This is an optimization exercise on Yosys and OpenROAD, whose aim is small area, a short achievable clock period and few clock cycles per item, not a production implementation.
Where RTL was checked, it was by simulation tests only, not by an equivalence proof against the original.
No functional check of the RTL was part of run 1.
Power figures rest on the tool's default switching activity, not on a simulated workload.

==> flow/design.v, too long to show whole: its modules and the start of the top module <==
// module conv2d_stream: 1090 lines
module conv2d_stream #(
    parameter int DATA_W = 8,
    parameter int COEF_W = 8,
    parameter int IMG_W  = 8,
    parameter int IMG_H  = 8,
    parameter int ACC_W  = 20,
    parameter int SHIFT  = 4,
    parameter int OUT_W  = 16
) (
    input  logic              clk,
    input  logic              in_st,
    input  logic              coef_we,
    input  logic [3:0]        coef_addr,
    input  logic [COEF_W-1:0] coef_din,
    input  logic              pix_valid,
    output logic              pix_ready,
    input  logic [DATA_W-1:0] pix_din,
    output logic [OUT_W-1:0]  dout,
    output logic              out_st,
    input  logic              out_ready,
    output logic              frame_done
);
  // ...
==> flow/run.sh <==
#!/bin/bash
# synth_recipe.tcl (not shown) runs the flow's synth.tcl, then flattens the netlist and writes it again
# the make line also repeats each setting of config.mk as NAME=value (left out here)
make -C /OpenROAD-flow-scripts/flow DESIGN_CONFIG=/design/flow/config.mk WORK_HOME=/design/flow/orfs CLKGATE_MAP_FILE= SYNTH_SCRIPT=/design/flow/synth_recipe.tcl finish
==> flow/config.mk <==
export PLATFORM = sky130hd
export DESIGN_NAME = conv2d_stream
export DESIGN_NICKNAME = conv2d_stream
export VERILOG_FILES = /design/flow/design.v
export SDC_FILE = /design/flow/constraint.sdc
export NUM_CORES = 4
export LEC_CHECK = 0
export CAP_MARGIN = 20
export CORE_MARGIN = 2
export CORE_UTILIZATION = 40
export SLEW_MARGIN = 20
==> flow/constraint.sdc <==
create_clock -name core_clock -period 6.5 [get_ports {clk}]
set_input_delay 1.3000 -clock core_clock [delete_from_list [all_inputs] [get_ports {clk}]]
set_output_delay 1.3000 -clock core_clock [all_outputs]
set_load 0.01 [all_outputs]
==> run_results.csv, run 1 <==
group,metric,value,unit
run_status,status,"timing/DRC/antenna clean",
pwr,clkPwrFrac,35.5,%
pwr,power_leader,"sequential cells",
floorplan,die_h,304,um
synth,synth_top_cell_area_share,30.2,%
floorplan,start_util,40.2,%
global_routing,met3_usage,4.26,%
placement,dp_cells,4068,
timing,period_needed,3.30,ns
finish,fill_cells,8203,
global_routing,gr-usage-met1,28.4,%
finish,reg.largest.list,"sr_q: 152 flops, qd_q: 80 flops, coef_q: 72 flops",
synth,yosysWarnings,1,
detailed_routing,drt_first_pass_iters,6,
min_path,hold_class,"reg -> reg",
synth,synth_top_family_by_area,"adder cells",
setup_path,r2r-start,"wp_q[0]",
global_routing,antenna_found_initial,7,
pwr,switching_share,30.5,%
finish,seq_cells,631,
placement,placed_cell_area,37900,um2
min_path,min_to,"r3_1342",
clock_tree,cts_root_buffer,"clkbuf_16",
global_routing,grt-ovfl-total,0,
setup_path,crit_family,"buffers and inverters",
floorplan,fp.coreArea,89600,um2
setup_path,critPathCaptureType,"flop",
pwr,p_comb,2.61,mW
synth,synth_area_leaders,"fa_1 (30%), edfxtp_1 (21%), dfxtp_1 (21%), and2_1 (10%), inv_1 (5.6%)",
timing,setup_viol,0,
pwr,power_frac_seq,42.6,%
==> run 2, diff against run 1 <==
--- a/flow/design.v
+++ b/flow/design.v
@@ -1037,54 +1037,46 @@
     assign res_v = v_q[NS-1];
     assign res_l = l_q[NS-1];
     logic [OUT_W-1:0] hd_q;
     logic             hv_q, hl_q, fd_q;
     logic [NQ-1:0][OUT_W-1:0] qd_q;
     logic [NQ-1:0]    ql_q;
     logic [QW-1:0]    rp_q, wp_q;
     logic [CW-1:0]    qn_q;
-    logic             head_free;
+    logic             head_free, load, from_q;
     assign pop       = hv_q && out_ready;
     assign head_free = !hv_q || out_ready;
+    assign from_q    = (qn_q != '0);
+    assign load      = head_free && (from_q || res_v);
     function automatic logic [QW-1:0] inc(input logic [QW-1:0] p);
         inc = (p == QW'(NQ - 1)) ? '0 : p + QW'(1);
     endfunction
     always_ff @(posedge clk) begin
+        if (res_v) begin
+            qd_q[wp_q] <= res;
+            ql_q[wp_q] <= res_l;
+        end
+        if (load) hd_q <= from_q ? qd_q[rp_q] : res;
+    end
+    always_ff @(posedge clk) begin
         if (in_st) begin
             hv_q <= 1'b0;
             hl_q <= 1'b0;
             fd_q <= 1'b0;
             rp_q <= '0;
             wp_q <= '0;
             qn_q <= '0;
         end else begin
             fd_q <= pop && hl_q;
+            if (res_v) wp_q <= inc(wp_q);
+            if (load) rp_q <= inc(rp_q);
             if (head_free) begin
-                if (qn_q != '0) begin
-                    hv_q <= 1'b1;
-                    hd_q <= qd_q[rp_q];
-                    hl_q <= ql_q[rp_q];
-                    rp_q <= inc(rp_q);
-                    if (res_v) begin
-                        qd_q[wp_q] <= res;
-                        ql_q[wp_q] <= res_l;
-                        wp_q <= inc(wp_q);
-                    end else begin
-                        qn_q <= qn_q - CW'(1);
-                    end
-                end else begin
-                    hv_q <= res_v;
-                    hl_q <= res_l;
-                    if (res_v) hd_q <= res;
-                end
-            end else if (res_v) begin
-                qd_q[wp_q] <= res;
-                ql_q[wp_q] <= res_l;
-                wp_q <= inc(wp_q);
-                qn_q <= qn_q + CW'(1);
+                hv_q <= from_q || res_v;
+                hl_q <= from_q ? ql_q[rp_q] : res_l;
             end
+            qn_q <= qn_q + CW'(res_v) - CW'(load);
         end
     end
     assign dout       = hd_q;
     assign out_st     = hv_q;
     assign frame_done = fd_q;
 endmodule
==> flow/config.mk (replaced) <==
export PLATFORM = sky130hd
export DESIGN_NAME = conv2d_stream
export DESIGN_NICKNAME = conv2d_stream
export VERILOG_FILES = /design/flow/design.v
export SDC_FILE = /design/flow/constraint.sdc
export NUM_CORES = 4
export LEC_CHECK = 0
export CAP_MARGIN = 20
export CORE_MARGIN = 2
export CORE_UTILIZATION = 40
export SETUP_SLACK_MARGIN = 4.0
export SLEW_MARGIN = 20
==> run 2 against run 1 <==
  * Still clean
  * Wire length up 6.0%
  * Synthesized cell count up 0.31%
  * Cell count rose by 4.9%
  * Clock-buffer cell count increased by 6
  * Design area rose by 7.6%
  * Sequential power decreased by 1%
  * Flip-flop and latch count did not move
  * Register-to-register slack better by 0.34 ns
  * Clock skew down 0.020 ns
  * Via count increased by 3.2%
  * Non-clock buffer count rose by 188
  * Critical endpoint is now r1_850
  * Largest power group unchanged
==> run_results.csv, run 2 <==
group,metric,value,unit
run_status,status,"timing/DRC/antenna clean",
pwr,p_leak,17.8,nW
pwr,p_per_area,297,nW/um2
timing,slew_headroom,27.2,%
timing,fmax,0.362,GHz
synth,synth_ff_type,"dfxtp_1",
global_routing,grt_use_total,21.5,%
pwr,p_int,8.88,mW
synth,async_reset_ff_share,0,%
timing,setup_tns,0,ns
detailed_routing,drt_first_pass_iters,8,
pwr,clkPwrFrac,33.1,%
finish,final_cells,4405,
setup_path,arrival,3.28,ns
synth,syn_inst,2900,
floorplan,io_pins,44,
setup_path,critical_path_buf_inv_count,3,
synth,synth-compound-area-share,3.64,%
detailed_routing,dr_total_vias,21500,
floorplan,fp.coreArea,89700,um2
synth,synth_top_cell_area_share,30.1,%
min_path,min_to,"r3_1328",
clock_tree,holdBufCountCts,0,
synth,synth_top_family_by_area,"adder cells",
setup_path,start_kind,"flop",
finish,layout.nets,3783,
setup_path,r2r-start,"sr_q[77]",
clock_tree,cts_root_buffer,"clkbuf_16",
synth,synth_fp_nets,3510,
detailed_routing,post_drt_wl_per_cell,22.3,um
synth,avgSynthCellArea,12.5,um2
clock_tree,clockBufferDepth,3,
global_routing,grt_pass1_wl,146000,um
timing,fin_skew,0.0288,ns
detailed_routing,drt_iter0_drc,1651,
run,drv_cap,0,
global_routing,antenna_found_initial,2,
pwr,switchingPower,3.99,mW
setup_path,rr_worst_depth,7,
synth,ys_seq_area_share,41.9,%
synth,synth_area,36200,um2
setup_path,crit_path_max_incr_delay,0.61,ns
min_path,hold_class,"reg -> reg",
setup_path,path_max_fanout,3,
finish,reg.largest.list,"sr_q: 152 flops, qd_q: 80 flops, coef_q: 72 flops",
placement,finalWeightedCongestion,0.914,
detailed_routing,wirelength,98000,um
timing,rsz0062_at_grt,"true",
synth,yosys-mux-area-fraction,2.92,%
synth,synthXorXnorAreaFrac,0.585,%
setup_path,crit_chain,"and2_4 -> fa_1 -> inv_2 -> fa_2 -> inv_2 -> fa_2 -> inv_2",
floorplan,die_width,305,um
placement,dp_cells,4085,
global_routing,grt_max_degree,95,
synth,yosysTopAreaCell,"fa_1",
finish,regMostFlops,"sr_q",
synth,yosys_register_bits,631,
detailed_routing,ant_nets,0,
min_path,hp-start,"r2_1219",
finish,area_growth,20.0,%
setup_path,timing.rr.end,"r1_850",
synth,yosys.area_share.adder,31.5,%
clock_tree,clock_sinks,631,
synth,synth-edff-count,253,
floorplan,rows,110,
timing,period_needed,2.76,ns
global_routing,grt-ovfl-total,0,
clock_tree,cts_tree,"done",
setup_path,crit_top_cell,"inv_2",
setup_path,cp.required,7.01,ns
clock_tree,htree_levels,3,
detailed_routing,viasPerCell,4.87,
setup_path,rrSetupSlack,3.74,ns
synth,synth.most_common_cell,"and2_1",
synth,synth_common_cells,"and2_1 (575), fa_1 (544), inv_1 (539), dfxtp_1 (378), edfxtp_1 (253)",
floorplan,die_h,305,um
synth,yosysWarnings,1,
finish,drive_gt1_share,24.2,%
finish,fill_cells,7906,
setup_path,crit_family,"adder cells",
setup_path,critPathCaptureType,"flop",
setup_path,path_class,"reg -> reg",
pwr,switching_share,31.0,%
placement,dp_hpwl,72400,um
timing,slew_viol_final,0,
timing,hold_violations,0,
synth,ys_types,72,
clock_tree,clk_latency,0.64,ns
timing,setup_viol,0,
finish,final_cell_mix,"inv_1 (477), and2_1 (477), fa_1 (414)",
pwr,vdd_drop_max,0.000256,V
pwr,power_frac_seq,38.8,%
clock_tree,clkTransAtPathRegs,0.07,ns
clock_tree,numCtsBuffers,71,
global_routing,grt_pass1_vias,22800,
setup_path,worst_path_max_delay_cell,"fa_2",
floorplan,start_util,40.3,%
detailed_routing,drc,0,
floorplan,die_area,92800,um2
finish,largest_register_ffs,152,
synth,synth_area_leaders,"fa_1 (30%), edfxtp_1 (21%), dfxtp_1 (21%), and2_1 (9.9%), inv_1 (5.6%)",
placement,port_buffers,43,
pwr,pwr-share-comb,28.1,%
timing,fin_crit_sh,42.5,%
timing,worstMarginPinSlew,1.09,ns
synth,synth-simple-area-share,13.2,%
min_path,hold_path_depth,0,
## run 2: how the worst max path moves through the flow
stage              start      end  slack [ns]  cells past startpoint
2_1_floorplan  out_ready  qn_q[2]        3.49                     10
3_3_place_gp   out_ready  qn_q[2]        2.63                     11
3_5_place_dp   out_ready  qn_q[2]        2.61                     11
4_1_cts         sr_q[78]   r1_850        3.77                      7
5_1_grt        sr_q[132]   r1_867        3.71                      7
6_report        sr_q[77]   r1_850        3.74                      7
## run 2: timing repair
| item | CTS | global route |
|---|---|---|
| setup endpoints to repair | 310 | 224 |
| gates resized for setup | 380 | 196 |
| hold endpoints to repair | 0 | 0 |
| cloned | 1 | 3 |
| pin swaps | 140 | 153 |
| setup buffers | 153 | 34 |
## run 2: area by class of cell
cell class                 instances  area [um2]  area share (%)
antenna                            1        2.50         0.00577
clock buffer                     100        2120            4.90
clock inverter                    28         377           0.868
inverter                         542        2050            4.72
multi-input combinational       1686       20000            46.1
sequential                       631       15200            35.1
tap                             1176        1470            3.39
timing repair buffer             241        2130            4.91
## run 2: power groups by stage
stage / Sequential (mW) / Clock [mW] / Combinational, mW
after detailed placement: 5.16 / 0 / 2.93
after global placement: 5.14 / 0 / 2.88
final: 4.99 / 4.26 / 3.62
after floorplan: 5.04 / 0 / 1.95
after CTS: 5.00 / 4.34 / 3.44
after global routing: 5.04 / 4.49 / 4.04
## run 2: kinds of logic after synthesis
group | Yosys count
AND/OR/NAND/NOR | 822
flip-flops | 631
adder cells (fa/ha/maj) | 585
buffers and inverters | 584
AO/OA/AOI/OAI | 175
multiplexers | 84
XOR/XNOR | 19
## run 2: per-stage QoR
stage	total power [mW]	cell area (um2)	hold WS [ns]	setup WS [ns]	utilization, %
2_1_floorplan	6.99	36300	0.310	3.49	-
3_3_place_gp	8.03	38100	0.311	2.63	42.5
3_5_place_dp	8.09	38100	0.312	2.61	42.5
4_1_cts	12.8	42600	0.320	3.77	47.5
5_1_grt	13.6	43400	0.328	3.71	48.3
6_report	12.9	43400	0.321	3.74	48.3
## run 2: per-layer routing
layer  part of all wire (%)  GRT usage, %
met4                    4.8          9.23
met5                      0             0
met1                     41          28.2
met2                     48          35.2
met3                    6.6          3.69
Testbench counts of run 2, summed over its fixed seeds: cycles 16,544, items 9,216.
==> run 3, diff against run 2 <==
--- a/flow/config.mk
+++ b/flow/config.mk
@@ -9,3 +9,4 @@
 export CORE_MARGIN = 2
-export CORE_UTILIZATION = 40
+export CORE_UTILIZATION = 60
+export PLACE_DENSITY = 0.7
 export SETUP_SLACK_MARGIN = 4.0
==> run 3 against run 2 <==
  * Still clean on timing, DRC and antenna
  * Die area is 33% lower
  * Clock skew shrank 0.0010 ns
  * Combinational power about the same
  * Clock-buffer cell count shrank 2
  * Critical path depth grew 1
  * Global-route usage up 12 points
  * Area after synthesis is the same
  * Sequential share of layout area grew 0.69 points
  * Non-clock buffer count is 1 higher
==> run_results.csv, run 3 <==
group,metric,value,unit
timing,hold-worst-slack,0.325,ns
global_routing,grt_pass1_vias,24300,
floorplan,rows,89,
detailed_routing,ant_nets,0,
floorplan,fp.coreArea,59200,um2
synth,yosysWarnings,1,
pwr,pwr-share-comb,28.6,%
finish,area_growth,17.6,%
finish,final_cell_mix,"and2_1 (511), inv_1 (496), fa_1 (453)",
setup_path,path_max_fanout,6,
setup_path,crit_chain,"buf_6 -> and2_4 -> fa_1 -> inv_2 -> fa_2 -> inv_2 -> fa_2 -> inv_1",
run_status,status,"timing/DRC/antenna clean",
timing,worstMarginPinSlew,1.09,ns
clock_tree,clkTransAtPathRegs,0.06,ns
setup_path,r2r-start,"sr_q[139]",
setup_path,cp_num_cells,8,
clock_tree,numCtsBuffers,69,
clock_tree,clk_latency,0.62,ns
finish,largest_register_ffs,152,
timing,setup_tns,0,ns
synth,synth_ff_type,"dfxtp_1",
pwr,p_per_area,297,nW/um2
synth,yosys_register_bits,631,
timing,hold_violations,0,
global_routing,grt_use_total,33.2,%
clock_tree,holdBufCountCts,0,
floorplan,die_area,62200,um2
clock_tree,htree_levels,3,
pwr,vdd_drop_max,0.000253,V
setup_path,startpoint,"sr_q[139]",
placement,dp_hpwl,72800,um
synth,synth_top_cell_area_share,30.1,%
detailed_routing,drt_first_pass_iters,6,
timing,fmax,0.370,GHz
global_routing,grt_pass1_wl,151000,um
timing,slew_viol_final,0,
setup_path,arrival,3.20,ns
floorplan,die_width,249,um
setup_path,endpoint,"r1_924",
synth,syn_inst,2900,
pwr,switchingPower,3.96,mW
global_routing,grt-ovfl-total,0,
timing,fin_skew,0.0278,ns
setup_path,critical_path_buf_inv_count,4,
finish,reg.largest.list,"sr_q: 152 flops, qd_q: 80 flops, coef_q: 72 flops",
pwr,switching_share,31.3,%
floorplan,io_pins,44,
finish,layout_commonest_cell,"and2_1",
detailed_routing,drt_iter0_drc,1685,
global_routing,grt_max_degree,159,
clock_tree,clockBufferDepth,3,
placement,placed_cell_area,37600,um2
setup_path,start_kind,"flop",
min_path,hold_class,"reg -> reg",
setup_path,worst_path_max_delay_cell,"fa_2",
synth,synth_common_cells,"and2_1 (575), fa_1 (544), inv_1 (539), dfxtp_1 (378), edfxtp_1 (253)",
finish,antenna_cells,0,
finish,utilization,71.8,%
placement,dp_cells,3681,
finish,fin_area,42500,um2
setup_path,cp.required,7.00,ns
detailed_routing,dr_total_vias,22400,
timing,final.setup.worst_slack,3.80,ns
timing,rsz0062_at_grt,"true",
timing,setup_viol,0,
finish,regMostFlops,"sr_q",
pwr,fin_total_pwr,12.6,mW
pwr,power_frac_seq,39.6,%
setup_path,crit_path_max_incr_delay,0.59,ns
run,drv_cap,0,
placement,post-place-ws,2.52,ns
detailed_routing,post_drt_wl_per_cell,25.0,um
synth,ys_types,72,
timing,fin_crit_sh,41.6,%
synth,yosysTopAreaCell,"fa_1",
synth,async_reset_ff_share,0,%
floorplan,die_h,249,um
setup_path,crit_family,"adder cells",
detailed_routing,viasPerCell,5.60,
synth,synth_area,36200,um2
timing,slew_headroom,26.8,%
global_routing,antenna_found_initial,2,
synth,ys_seq_area_share,41.9,%
synth,avgSynthCellArea,12.5,um2
finish,final_cells,3999,
placement,port_buffers,43,
clock_tree,cts_tree,"done",
detailed_routing,wirelength,99900,um
finish,drive_gt1_share,21.4,%
clock_tree,cts_root_buffer,"clkbuf_16",
detailed_routing,drc,0,
finish,layout.nets,3782,
floorplan,start_util,61.0,%
timing,period_needed,2.70,ns
pwr,p_int,8.68,mW
pwr,p_leak,17.8,nW
setup_path,rrSetupSlack,3.80,ns
synth,synth.most_common_cell,"and2_1",
setup_path,path_class,"reg -> reg",
placement,finalWeightedCongestion,0.953,
setup_path,critPathCaptureType,"flop",
setup_path,timing.rr.end,"r1_924",
pwr,clkPwrFrac,31.8,%
synth,synth_area_leaders,"fa_1 (30%), edfxtp_1 (21%), dfxtp_1 (21%), and2_1 (9.9%), inv_1 (5.6%)",
synth,synth_fp_nets,3510,
setup_path,rr_worst_depth,8,
clock_tree,clock_sinks,631,
synth,synth-edff-count,253,
-- run 3: cell count changes in the layout (fill, tap and decap cells not counted), sizes merged --
cell	previous run	this run
bufinv	6	3
clkbuf	102	99
clkdlybuf4s50	21	19
clkinvlp	2	4
dlymetal6s2s	0	2
buf	218	219
clkdlybuf4s15	0	1
clkinv	14	13
diode	1	0
inv	548	549
-- run 3: cells by family after synthesis --
family,count (synthesis),share of synthesized area [%]
muxes,84,2.92
buffers and inverters,584,6.15
AOI/OAI and AO/OA,175,3.64
xor gates and xnor gates,19,0.585
adders and majority gates,585,31.5
and+or+nand+nor,822,13.2
DFF,631,41.9
-- run 3: per-layer routing --
layer  track usage [%]  wire [um]  vias to the layer above
met2              55.4      48600                      931
met5                 0          0                        -
met1              42.1      38200                    11700
met4              16.6       6040                        0
li1                  -          -                     9522
met3              5.87       7100                      275
-- run 3: power groups by stage --
| stage | clock network (mW) | registers (mW) | logic [mW] |
|---|---|---|---|
| global placement | 0 | 5.15 | 2.80 |
| floorplan | 0 | 5.04 | 1.95 |
| detailed placement | 0 | 5.16 | 2.90 |
| CTS | 4.06 | 5.01 | 3.42 |
| global route | 4.22 | 5.05 | 4.00 |
| finish | 4.01 | 5.01 | 3.62 |
-- run 3: area by class of cell --
type                    instances  area, um2
fillers                      3977      16700
inverters                     542       2050
clock buffers                  98       2080
repair buffers                242       2170
multi-input cells            1686      19800
well taps                     773        967
flip-flops and latches        631      15200
clock inverters                27        253
-- run 3: repair_timing --
action	CTS	global route
pin swaps	124	127
gates cloned	1	1
setup endpoints to repair	292	203
hold endpoints to repair	0	0
resized for setup	320	157
setup buffers	152	38
-- run 3: how the worst min path moves through the flow --
| stage | start | endpoint | slack [ns] | cells past startpoint |
|---|---|---|---|---|
| after detailed placement | r1_908 | r2_1231 | 0.31 | 0 |
| after global routing | r1_803 | r2_1203 | 0.33 | 0 |
| after CTS | r2_1205 | r3_1321 | 0.33 | 0 |
| final | r2_1205 | r3_1321 | 0.32 | 0 |
| after global placement | r1_908 | r2_1231 | 0.31 | 0 |
| after floorplan | r1_802 | r2_1202 | 0.31 | 0 |
==> run 4, diff against run 3 <==
==> flow/flow/run.sh (new file) <==
#!/bin/bash
# Standard ORFS layout, with one netlist step between synthesis and floorplan:
# flow/polfix.py re-chooses full-adder and AND/NAND polarities to drop inverters.
set -euo pipefail
R=orfs/results/${FLOW_PLATFORM:-sky130hd}/conv2d_stream/base
bash standard.sh synth > synth.log 2>&1
cp $R/1_2_yosys.v $R/1_2_yosys.orig.v
python3 flow/polfix.py $R/1_2_yosys.orig.v $R/1_2_yosys.pf.v > polfix.log 2>&1
cp $R/1_2_yosys.pf.v $R/1_2_yosys.v
touch $R/1_2_yosys.v
bash standard.sh finish > finish.log 2>&1
grep -c polinv_ $R/1_2_yosys.v >> polfix.log || true
==> flow/flow/polfix.py (new file) <==
#!/usr/bin/env python3
"""Re-choose the polarity of full adders and two-input AND/NAND gates in a mapped
sky130hd netlist so that fewer inverters are needed.

A full adder is self-dual: FA(~a, ~b, ~c) = (~sum, ~carry).  So any fa cell may be
fed complemented inputs if its consumers take its outputs complemented.  An and2
cell may become a nand2 (and back) the same way.  The netlist's inverters are taken
out, each signal is given the polarity that needs the fewest inverters, and one
inverter per signal is put back where a consumer still needs the other polarity.
Registers, ports and all other cells are left as they are.

usage: polfix.py IN.v OUT.v
"""
import re
import sys

INV_AREA = 3.7536
FLEX = {  # type -> (complement type, area)
    "sky130_fd_sc_hd__and2_1": ("sky130_fd_sc_hd__nand2_1", 6.256),
    "sky130_fd_sc_hd__and2_0": ("sky130_fd_sc_hd__nand2_1", 6.256),
    "sky130_fd_sc_hd__nand2_1": ("sky130_fd_sc_hd__and2_1", 3.7536),
}
FA_TYPES = {"sky130_fd_sc_hd__fa_1", "sky130_fd_sc_hd__fa_2", "sky130_fd_sc_hd__fa_4"}
INV_TYPES = {"sky130_fd_sc_hd__inv_1", "sky130_fd_sc_hd__inv_2", "sky130_fd_sc_hd__clkinv_1"}
OUT_PINS = {"X", "Y", "Q", "Q_N", "SUM", "COUT", "HI", "LO"}

src = open(sys.argv[1]).read()
mod_m = re.search(r"module\s+(\w+)\s*\((.*?)\);", src, re.S)
body_start = mod_m.end()
end_i = src.rindex("endmodule")

cell_re = re.compile(r"^\s*(sky130_fd_sc_hd__\w+)\s+(\S+)\s*\((.*?)\);", re.S | re.M)
pin_re = re.compile(r"\.(\w+)\(\s*(.*?)\s*\)\s*(?:,|$)", re.S)

cells = []
for m in cell_re.finditer(src, body_start, end_i):
    typ, name, body = m.group(1), m.group(2), m.group(3)
    pins = [(p, n.strip()) for p, n in pin_re.findall(body)]
    cells.append({"type": typ, "name": name, "pins": pins, "span": (m.start(), m.end())})

ports = set()
for m in re.finditer(r"^\s*(input|output|inout)\s+(?:wire\s+)?(\[[^\]]*\]\s*)?(\\\S+|\w+)", src[body_start:end_i], re.M):
    ports.add(m.group(3))


def port_of(net):
    b = net.split("[")[0].strip()
    return b in ports or net in ports


if re.search(r"^\s*assign\b", src[body_start:end_i], re.M):
    sys.exit("assign statements are not handled")

driver = {}
loads = {}
for ci, c in enumerate(cells):
    for p, n in c["pins"]:
        if p in OUT_PINS:
            driver[n] = (ci, p)
        else:
            loads.setdefault(n, []).append((ci, p))

# removable inverters: neither side touches a port
removable = set()
for ci, c in enumerate(cells):
    if c["type"] in INV_TYPES:
        d = dict(c["pins"])
        if not port_of(d["A"]) and not port_of(d["Y"]):
            removable.add(ci)


def root(n):
    p = 0
    seen = 0
    while n in driver and driver[n][0] in removable:
        ci = driver[n][0]
        n = dict(cells[ci]["pins"])["A"]
        p ^= 1
        seen += 1
        if seen > 1000:
            raise Exception("inverter loop")
    return n, p


# variables: fa cells and flexible gates; state 1 = output physically complemented
var = {}
for ci, c in enumerate(cells):
    if c["type"] in FA_TYPES or c["type"] in FLEX:
        var[ci] = 0

# consumers of each root: list of (cell index or None, pin, parity)
cons = {}
for ci, c in enumerate(cells):
    if ci in removable:
        continue
    for p, n in c["pins"]:
        if p in OUT_PINS:
            continue
        r, par = root(n)
        cons.setdefault(r, []).append((ci, p, par))
# output ports as consumers wanting the true value
for n in list(driver):
    if port_of(n):
        r, par = root(n)
        cons.setdefault(r, []).append((None, n, par))

roots = set(cons)
root_driver = {}
for r in roots:
    if r in driver:
        ci, p = driver[r]
        root_driver[r] = ci
# roots driven by a variable cell
roots_of_cell = {}
for r, ci in root_driver.items():
    if ci in var:
        roots_of_cell.setdefault(ci, []).append(r)
# roots consumed by each fa cell
fa_in_roots = {}
for r, lst in cons.items():
    for ci, p, par in lst:
        if ci is not None and ci in var and cells[ci]["type"] in FA_TYPES:
            fa_in_roots.setdefault(ci, set()).add(r)


def root_cost(r):
    ci = root_driver.get(r)
    d = var.get(ci, 0) if ci is not None else 0
    need = False
    for cj, p, par in cons[r]:
        want = par
        if cj is not None and cj in var and cells[cj]["type"] in FA_TYPES:
            want ^= var[cj]
        if want != d:
            need = True
            break
    cost = INV_AREA if need else 0.0
    if ci is not None and ci in var and cells[ci]["type"] in FLEX:
        typ = cells[ci]["type"]
        cost += FLEX[typ][1] if var[ci] == 0 else FLEX[FLEX[typ][0]][1]
    return cost


def touched(ci):
    s = set(roots_of_cell.get(ci, []))
    s |= fa_in_roots.get(ci, set())
    return s


def total():
    return sum(root_cost(r) for r in roots)


before = total()
import random
random.seed(1)
flex_in = {}  # fa cell -> flexible cells driving its input roots
for ci in var:
    if cells[ci]["type"] in FA_TYPES:
        fl = set()
        for r in fa_in_roots.get(ci, ()):
            d = root_driver.get(r)
            if d is not None and d in var and cells[d]["type"] in FLEX:
                fl.add(d)
        flex_in[ci] = fl


def move_cells(ci):
    return [ci] + sorted(flex_in.get(ci, ()))


def local_cost(cs):
    t = set()
    for c in cs:
        t |= touched(c)
    return t


varlist = list(var)
cur = before
T = 4.0
iters = 300000
for it in range(iters):
    T = 4.0 * (1 - it / iters) + 0.01
    ci = random.choice(varlist)
    cs = [ci]
    if ci in flex_in and random.random() < 0.7:
        cs = move_cells(ci)
    t = local_cost(cs)
    c0 = sum(root_cost(r) for r in t)
    for c in cs:
        var[c] ^= 1
    c1 = sum(root_cost(r) for r in t)
    dlt = c1 - c0
    if dlt <= 0 or random.random() < pow(2.718281828, -dlt / T):
        cur += dlt
    else:
        for c in cs:
            var[c] ^= 1
improved = True
passes = 0
while improved and passes < 50:
    improved = False
    passes += 1
    for ci in varlist:
        for cs in ([ci], move_cells(ci)):
            t = local_cost(cs)
            c0 = sum(root_cost(r) for r in t)
            for c in cs:
                var[c] ^= 1
            c1 = sum(root_cost(r) for r in t)
            if c1 < c0 - 1e-9:
                improved = True
            else:
                for c in cs:
                    var[c] ^= 1
after = total()
print(f"polfix: {len(removable)} inverters taken out; cost {before:.1f} -> {after:.1f} um2 "
      f"after {passes} passes; {sum(var.values())} cells flipped", file=sys.stderr)

# rewrite
new_inv = {}   # root -> inverter output net
new_cells_txt = []
k = 0


def pname(r):
    """Name of the net the driver of root r drives: renamed when it carries the complement."""
    ci = root_driver.get(r)
    d = var.get(ci, 0) if ci is not None else 0
    if not d:
        return r
    if r.startswith(chr(92)):
        return r + "_pn"
    return r + "_pn"


def phys(r, want):
    """Net carrying root r with polarity want (1 = complemented)."""
    global k
    ci = root_driver.get(r)
    d = var.get(ci, 0) if ci is not None else 0
    if want == d:
        return pname(r)
    if r not in new_inv:
        k += 1
        y = f"polinv_{k}_y"
        new_inv[r] = y
        new_cells_txt.append(f"  sky130_fd_sc_hd__inv_1 polinv_{k} (\n    .A({pname(r)}{' ' if r.startswith(chr(92)) else ''}),\n    .Y({y})\n  );\n")
    return new_inv[r]


repl = {}
renamed = set()
for ci, c in enumerate(cells):
    if ci in removable:
        repl[ci] = ""
        continue
    typ = c["type"]
    if ci in var and typ in FLEX and var[ci]:
        typ = FLEX[typ][0]
    pins = []
    for p, n in c["pins"]:
        if p in OUT_PINS:
            if typ != c["type"]:
                p = "Y" if typ.startswith("sky130_fd_sc_hd__nand") else "X"
            if n in roots and pname(n) != n:
                renamed.add(pname(n))
                n = pname(n)
            pins.append((p, n))
        else:
            r, par = root(n)
            want = par
            if ci in var and c["type"] in FA_TYPES:
                want ^= var[ci]
            pins.append((p, phys(r, want)))
    txt = f"  {typ} {c['name']} (\n" + ",\n".join(f"    .{p}({n}{' ' if n.startswith(chr(92)) else ''})" for p, n in pins) + "\n  );"
    repl[ci] = txt

# output ports driven through removed inverters are not possible (ports excluded), but a port
# net that is a root consumer with parity must still be satisfied
for r, lst in cons.items():
    for cj, n, par in lst:
        if cj is None:
            ci = root_driver.get(r)
            d = var.get(ci, 0) if ci is not None else 0
            if n != r or par != d:
                sys.exit(f"port net {n} would change polarity")

out = []
pos = 0
for ci, c in enumerate(cells):
    a, b = c["span"]
    out.append(src[pos:a])
    out.append(("\n" if repl[ci] else "") + repl[ci])
    pos = b
tail = src[pos:]
decl = "".join(f"  wire {y};\n" for y in new_inv.values())
decl += "".join(f"  wire {y}{' ' if y.startswith(chr(92)) else ''};\n" for y in sorted(renamed))
out.append("\n" + "".join(new_cells_txt))
res = "".join(out) + tail
# declare the new wires right after the module header
res = res[:body_start] + "\n" + decl + res[body_start:]
open(sys.argv[2], "w").write(res)
==> flow/standard.sh (new file) <==
#!/bin/bash
# synth_recipe.tcl (not shown) runs the flow's synth.tcl, then flattens the netlist and writes it again
# the make line also repeats each setting of config.mk as NAME=value (left out here)
make -C /OpenROAD-flow-scripts/flow DESIGN_CONFIG=/design/flow/config.mk WORK_HOME=/design/flow/orfs CLKGATE_MAP_FILE= SYNTH_SCRIPT=/design/flow/synth_recipe.tcl "${@:-finish}"
removed: flow/run.sh
==> run 4 against run 3 <==
  * Maximum frequency up 0.96%
  * Via count down 7.1%
  * Register-to-register slack better by 0.03 ns
  * Sequential power about the same
  * Critical endpoint is now qd_q[46]
  * Highest routed layer unchanged
==> run_results.csv, run 4 <==
group,metric,value,unit
pwr,fin_total_pwr,12.4,mW
global_routing,antenna_found_initial,3,
timing,setup_tns,0,ns
global_routing,grt_pass1_wl,137000,um
pwr,vdd_drop_max,0.000288,V
floorplan,die_width,238,um
synth,synth_area,32900,um2
pwr,p_per_area,320,nW/um2
global_routing,grt_pass1_vias,22300,
floorplan,rows,85,
placement,dp_cells,3112,
timing,fin_crit_sh,41.2,%
floorplan,fp.coreArea,54000,um2
setup_path,path_class,"reg -> reg",
pwr,p_leak,12.1,nW
timing,hold_violations,0,
clock_tree,htree_levels,3,
finish,area_growth,18.0,%
finish,layout_commonest_cell,"nand2_1",
clock_tree,clk_latency,0.61,ns
clock_tree,numCtsBuffers,69,
setup_path,critPathCaptureType,"flop",
synth,syn_inst,2406,
timing,worstMarginPinSlew,1.04,ns
finish,reg.largest.list,"sr_q: 152 flops, qd_q: 80 flops, coef_q: 72 flops",
finish,layout.nets,3267,
setup_path,cp.required,6.86,ns
synth,synth_fp_nets,3016,
finish,multi_input_area,18000,um2
timing,period_needed,2.68,ns
setup_path,path_max_fanout,6,
clock_tree,cts_tree,"done",
detailed_routing,dr_total_vias,20800,
placement,dp_hpwl,66200,um
finish,final_cells,3407,
timing,rsz0062_at_grt,"true",
timing,slew_viol_final,0,
clock_tree,clkTransAtPathRegs,0.06,ns
detailed_routing,drc,0,
timing,fin_skew,0.0172,ns
detailed_routing,post_drt_wl_per_cell,26.8,um
floorplan,die_area,56700,um2
placement,placed_cell_area,34200,um2
setup_path,arrival,3.04,ns
global_routing,grt_max_degree,127,
detailed_routing,ant_nets,0,
clock_tree,cts_root_buffer,"clkbuf_16",
floorplan,die_h,238,um
global_routing,grt_use_total,33.3,%
floorplan,start_util,60.8,%
finish,drive_gt1_share,19.4,%
clock_tree,clock_sinks,631,
finish,final-seq-area,15300,um2
floorplan,io_pins,44,
min_path,hold_class,"reg -> reg",
detailed_routing,drt_iter0_drc,1810,
finish,largest_register_ffs,152,
detailed_routing,drt_first_pass_iters,5,
clock_tree,holdBufCountCts,0,
timing,fmax,0.374,GHz
setup_path,start_kind,"flop",
finish,regMostFlops,"sr_q",
placement,finalWeightedCongestion,0.975,
finish,final_cell_mix,"nand2_1 (631), fa_1 (537), dfxtp_1 (300)",
finish,fill_cells,3507,
detailed_routing,wirelength,91300,um
clock_tree,clockBufferDepth,3,
synth,yosysWarnings,1,
synth,avgSynthCellArea,13.7,um2
finish,fin_area,38800,um2
run,drv_cap,0,
placement,port_buffers,43,
global_routing,grt-ovfl-total,0,
timing,slew_headroom,30.0,%
run_status,status,"timing/DRC/antenna clean",
detailed_routing,viasPerCell,6.10,
timing,setup_viol,0,
## run 4: cell types whose count changed in the layout (fill, tap and decap cells not counted), sizes merged, moves of 3 or more
| cell | previous run | this run |
|---|---|---|
| clkinvlp | 4 | 7 |
| and2 | 577 | 4 |
| clkinv | 13 | 19 |
| nand2 | 66 | 639 |
| clkdlybuf4s15 | 1 | 4 |
| clkbuf | 99 | 90 |
| inv | 549 | 54 |
| buf | 219 | 194 |
## run 4: worst max-delay path, cell delays in order (launching register included)
cell and delay, ns:
dfxtp_2 0.32, fa_1 0.55, inv_2 0.05, ha_4 0.25
and4_4 0.19, and2_4 0.17, a21boi_4 0.15, nor4b_4 0.28
a311oi_4 0.08, buf_6 0.18, a22o_1 0.22
## run 4: cell type report
cell class              count  share of cell area [%]
clock inverters            35                   0.942
well taps                 696                    2.25
diodes                      1                 0.00646
multi-input cells        1686                    46.4
repair buffers            220                    5.57
flip-flops and latches    631                    39.4
repair inverters            1                  0.0129
inverters                  48                   0.474
clock buffers              89                    4.89
## run 4: metrics by stage
stage	util [%]	hold slack [ns]	setup WS, ns
5_1_grt	71.7	0.330	3.74
4_1_cts	70.4	0.327	3.86
2_1_floorplan	-	0.310	2.25
3_3_place_gp	63.2	0.311	2.64
6_report	71.8	0.323	3.82
3_5_place_dp	63.3	0.312	2.63
## run 4: final timing paths
check / startpoint / slack [ns] / depth (start not counted) / endpoint
hold / removal: r2_1219 / 0.32 / 0 / r3_1328
setup / recovery: r3_1343 / 3.82 / 10 / qd_q[46]
setup reg to reg: r3_1343 / 3.82 / 10 / qd_q[46]
hold reg to reg: r2_1219 / 0.32 / 0 / r3_1328
## run 4: where the power goes
group          internal, mW  total, mW  switching [mW]
Combinational          1.55       3.49            1.94
Sequential             4.72       5.01           0.286
Clock                  2.25       3.90            1.65
## run 4: routing by layer
metal / share of wire, % / wire, um / vias to the layer above / track usage, %
li1: - / - / 8487 / -
met4: 5.7 / 5180 / 0 / 14.6
met3: 8.7 / 7940 / 342 / 7.33
met1: 37 / 34000 / 10800 / 42.1
met2: 48 / 44200 / 1184 / 56.0
met5: 0 / 0 / - / 0
## run 4: what timing repair did
action | CTS | global route
cloned | 2 | 1
pin swaps | 38 | 60
resized for setup | 208 | 83
setup endpoints to repair | 423 | 177
buffers inserted | 111 | 55
==> run 5, diff against run 4 <==
--- a/flow/config.mk
+++ b/flow/config.mk
@@ -10,2 +10,3 @@
 export CORE_UTILIZATION = 60
+export CTS_BUF_LIST = sky130_fd_sc_hd__clkbuf_4 sky130_fd_sc_hd__clkbuf_8
 export PLACE_DENSITY = 0.7
==> run 5 against run 4 <==
  * Worst setup slack improved by 0.0075 ns
  * First-iteration DRC count rose by 3.4%
  * Worst hold slack got worse by 0.0057 ns
  * Critical path depth unchanged
  * Clock power down 4%
  * Still clean on timing, DRC and antenna
  * Wire length shrank 0.24%
  * Largest power group unchanged
  * Flip-flop and latch count is the same
  * Critical endpoint unchanged
  * Via count is 0.20% higher
  * Die area did not move
  * Area after synthesis unchanged
  * Highest routed layer is now met5
  * Maximum frequency is 0.28% higher
==> run_results.csv, run 5 <==
group,metric,value,unit
setup_path,rr_worst_depth,10,
setup_path,timing.rr.end,"qd_q[46]",
detailed_routing,ant_nets,0,
timing,setup_viol,0,
setup_path,cp.required,6.95,ns
min_path,hp-start,"r1_974",
synth,yosysWarnings,1,
finish,multi_input_area,17900,um2
pwr,p_leak,12.2,nW
floorplan,start_util,60.8,%
floorplan,die_h,238,um
finish,final_cells,3476,
setup_path,r2r-start,"r3_1333",
finish,area_growth,17.8,%
min_path,hold_path_depth,0,
floorplan,rows,85,
setup_path,start_kind,"flop",
pwr,vdd_drop_max,0.000253,V
clock_tree,holdBufCountCts,0,
detailed_routing,viasPerCell,5.99,
run_status,status,"timing/DRC/antenna clean",
setup_path,rrSetupSlack,3.83,ns
clock_tree,htree_levels,3,
timing,fin_crit_sh,41.1,%
timing,fin_skew,0.0270,ns
setup_path,path_class,"reg -> reg",
clock_tree,clockBufferDepth,3,
detailed_routing,drc,0,
global_routing,grt_pass1_vias,22600,
clock_tree,numCtsBuffers,104,
detailed_routing,drt_iter0_drc,1871,
run,drv_cap,0,
finish,layout_commonest_cell,"nand2_1",
detailed_routing,drt_first_pass_iters,6,
floorplan,die_width,238,um
clock_tree,clk_latency,0.72,ns
clock_tree,cts_root_buffer,"clkbuf_8",
timing,setup_tns,0,ns
placement,port_buffers,43,
synth,synth_area,32900,um2
clock_tree,clkTransAtPathRegs,0.07,ns
global_routing,antenna_found_initial,3,
finish,final-seq-area,15300,um2
floorplan,die_area,56700,um2
timing,fmax,0.375,GHz
finish,largest_register_ffs,152,
placement,finalWeightedCongestion,0.975,
placement,dp_cells,3112,
floorplan,io_pins,44,
finish,drive_gt1_share,21.7,%
global_routing,grt_use_total,33.5,%
synth,synth_fp_nets,3016,
finish,regMostFlops,"sr_q",
timing,slew_viol_final,0,
finish,utilization,71.7,%
detailed_routing,wirelength,91100,um
timing,rsz0062_at_grt,"true",
synth,avgSynthCellArea,13.7,um2
global_routing,grt_pass1_wl,138000,um
timing,hold_violations,0,
synth,syn_inst,2406,
global_routing,grt-ovfl-total,0,
timing,worstMarginPinSlew,1.12,ns
pwr,p_per_area,319,nW/um2
placement,dp_hpwl,66200,um
min_path,min_to,"r2_1260",
finish,final_cell_mix,"nand2_1 (630), fa_1 (534), dfxtp_1 (303)",
setup_path,path_max_fanout,6,
min_path,hold_class,"reg -> reg",
finish,layout.nets,3300,
floorplan,fp.coreArea,54000,um2
finish,fill_cells,3532,
timing,period_needed,2.67,ns
global_routing,grt_max_degree,127,
clock_tree,clock_sinks,631,
finish,reg.largest.list,"sr_q: 152 flops, qd_q: 80 flops, coef_q: 72 flops",
detailed_routing,post_drt_wl_per_cell,26.2,um
clock_tree,cts_tree,"done",
timing,slew_headroom,24.9,%
setup_path,arrival,3.12,ns
setup_path,critPathCaptureType,"flop",
detailed_routing,dr_total_vias,20800,
run 5: timing repair:
item	CTS	global route
buffers inserted	117	49
gates resized for setup	210	75
endpoints found under the setup margin	369	187
gates cloned	2	0
pin swaps	43	42
run 5: per-layer routing:
metal | routed length, um | global-route usage [%] | up-vias
li1 | - | - | 8579
met1 | 34000 | 42.3 | 10800
met2 | 44300 | 55.7 | 1168
met3 | 7820 | 7.53 | 326
met4 | 5010 | 15.5 | 2
met5 | 8 | 0 | -
run 5: final cells by class:
class                      instances  area share (%)
inverter                          48           0.475
tap                              696            2.25
clock inverter                    35           0.908
multi-input combinational       1686            46.4
antenna                            2          0.0129
clock buffer                     159            4.99
timing repair buffer             218            5.52
timing repair inverter             1          0.0129
sequential                       631            39.5
run 5: how the worst max path moves through the flow:
stage,startpoint,endpoint,depth (start not counted)
final,r3_1333,qd_q[46],10
after global routing,r3_1333,qd_q[46],10
after CTS,r3_1333,qd_q[46],10
after detailed placement,out_ready,qn_q[2],11
after global placement,out_ready,qn_q[2],11
after floorplan,pix_valid,row_q[1],6
run 5: stage by stage:
step	hold WS, ns	setup slack, ns	area, um2	total power [mW]
after floorplan	0.310	2.25	33000	6.88
after global placement	0.311	2.64	34200	7.79
after detailed placement	0.312	2.63	34200	7.90
after CTS	0.327	3.86	38100	12.2
after global routing	0.325	3.75	38700	12.9
final	0.317	3.83	38700	12.3
run 5: worst max-delay path: stages, from the launching register on:
cell and delay [ns]:
dfxtp_2 0.32, fa_1 0.54, inv_2 0.05, ha_4 0.24, and3_4 0.19, o211ai_1 0.18
a21oi_2 0.14, nor4b_4 0.33, a311oi_4 0.05, buf_6 0.17, a22o_1 0.20
run 5: power by group:
group	total [mW]	internal [mW]	switching (mW)
clock	3.75	2.12	1.64
sequential	5.01	4.72	0.289
combinational	3.58	1.63	1.95

==> port drivers added, routing unchanged <==
In the flow no input, the clock included, has a driving cell. The finished layouts below were timed again as built, in two steps. Step 1, drivers: a clkbuf_16 drives clk and a buf_2 each remaining input, both assumed. Step 2 also shifts input and output timing later by t, the mid clock arrival at the registers, as if the neighbouring blocks saw the same clock. Three values: no drivers, after step 1, after step 2; two values: the first two.
| run | shift t [ns] | slack for setup (ns) | hold WS [ns] | worst setup path after step 2 |
|---|---|---|---|---|
| run 1 | 0.699 | 3.202 / 3.236 / 2.537 | 0.325 / 0.325 / 0.325 | input to register |
| run 2 | 0.692 | 3.738 / 3.738 / 3.376 | 0.321 / 0.321 / 0.321 | input to register |
| run 3 | 0.668 | 3.797 / 3.797 / 3.262 | 0.325 / 0.325 / 0.325 | input to register |
| run 4 | 0.667 | 3.823 / 3.823 / 3.238 | 0.323 / 0.323 / 0.323 | input to register |
| run 5 | 0.768 | 3.830 / 3.830 / 3.325 | 0.317 / 0.317 / 0.317 | input to register |
After both steps setup and hold are still met in every run listed. The setup slack of run 1, which loses most, moves by +0.034 ns with the drivers and by -0.665 ns with both steps.
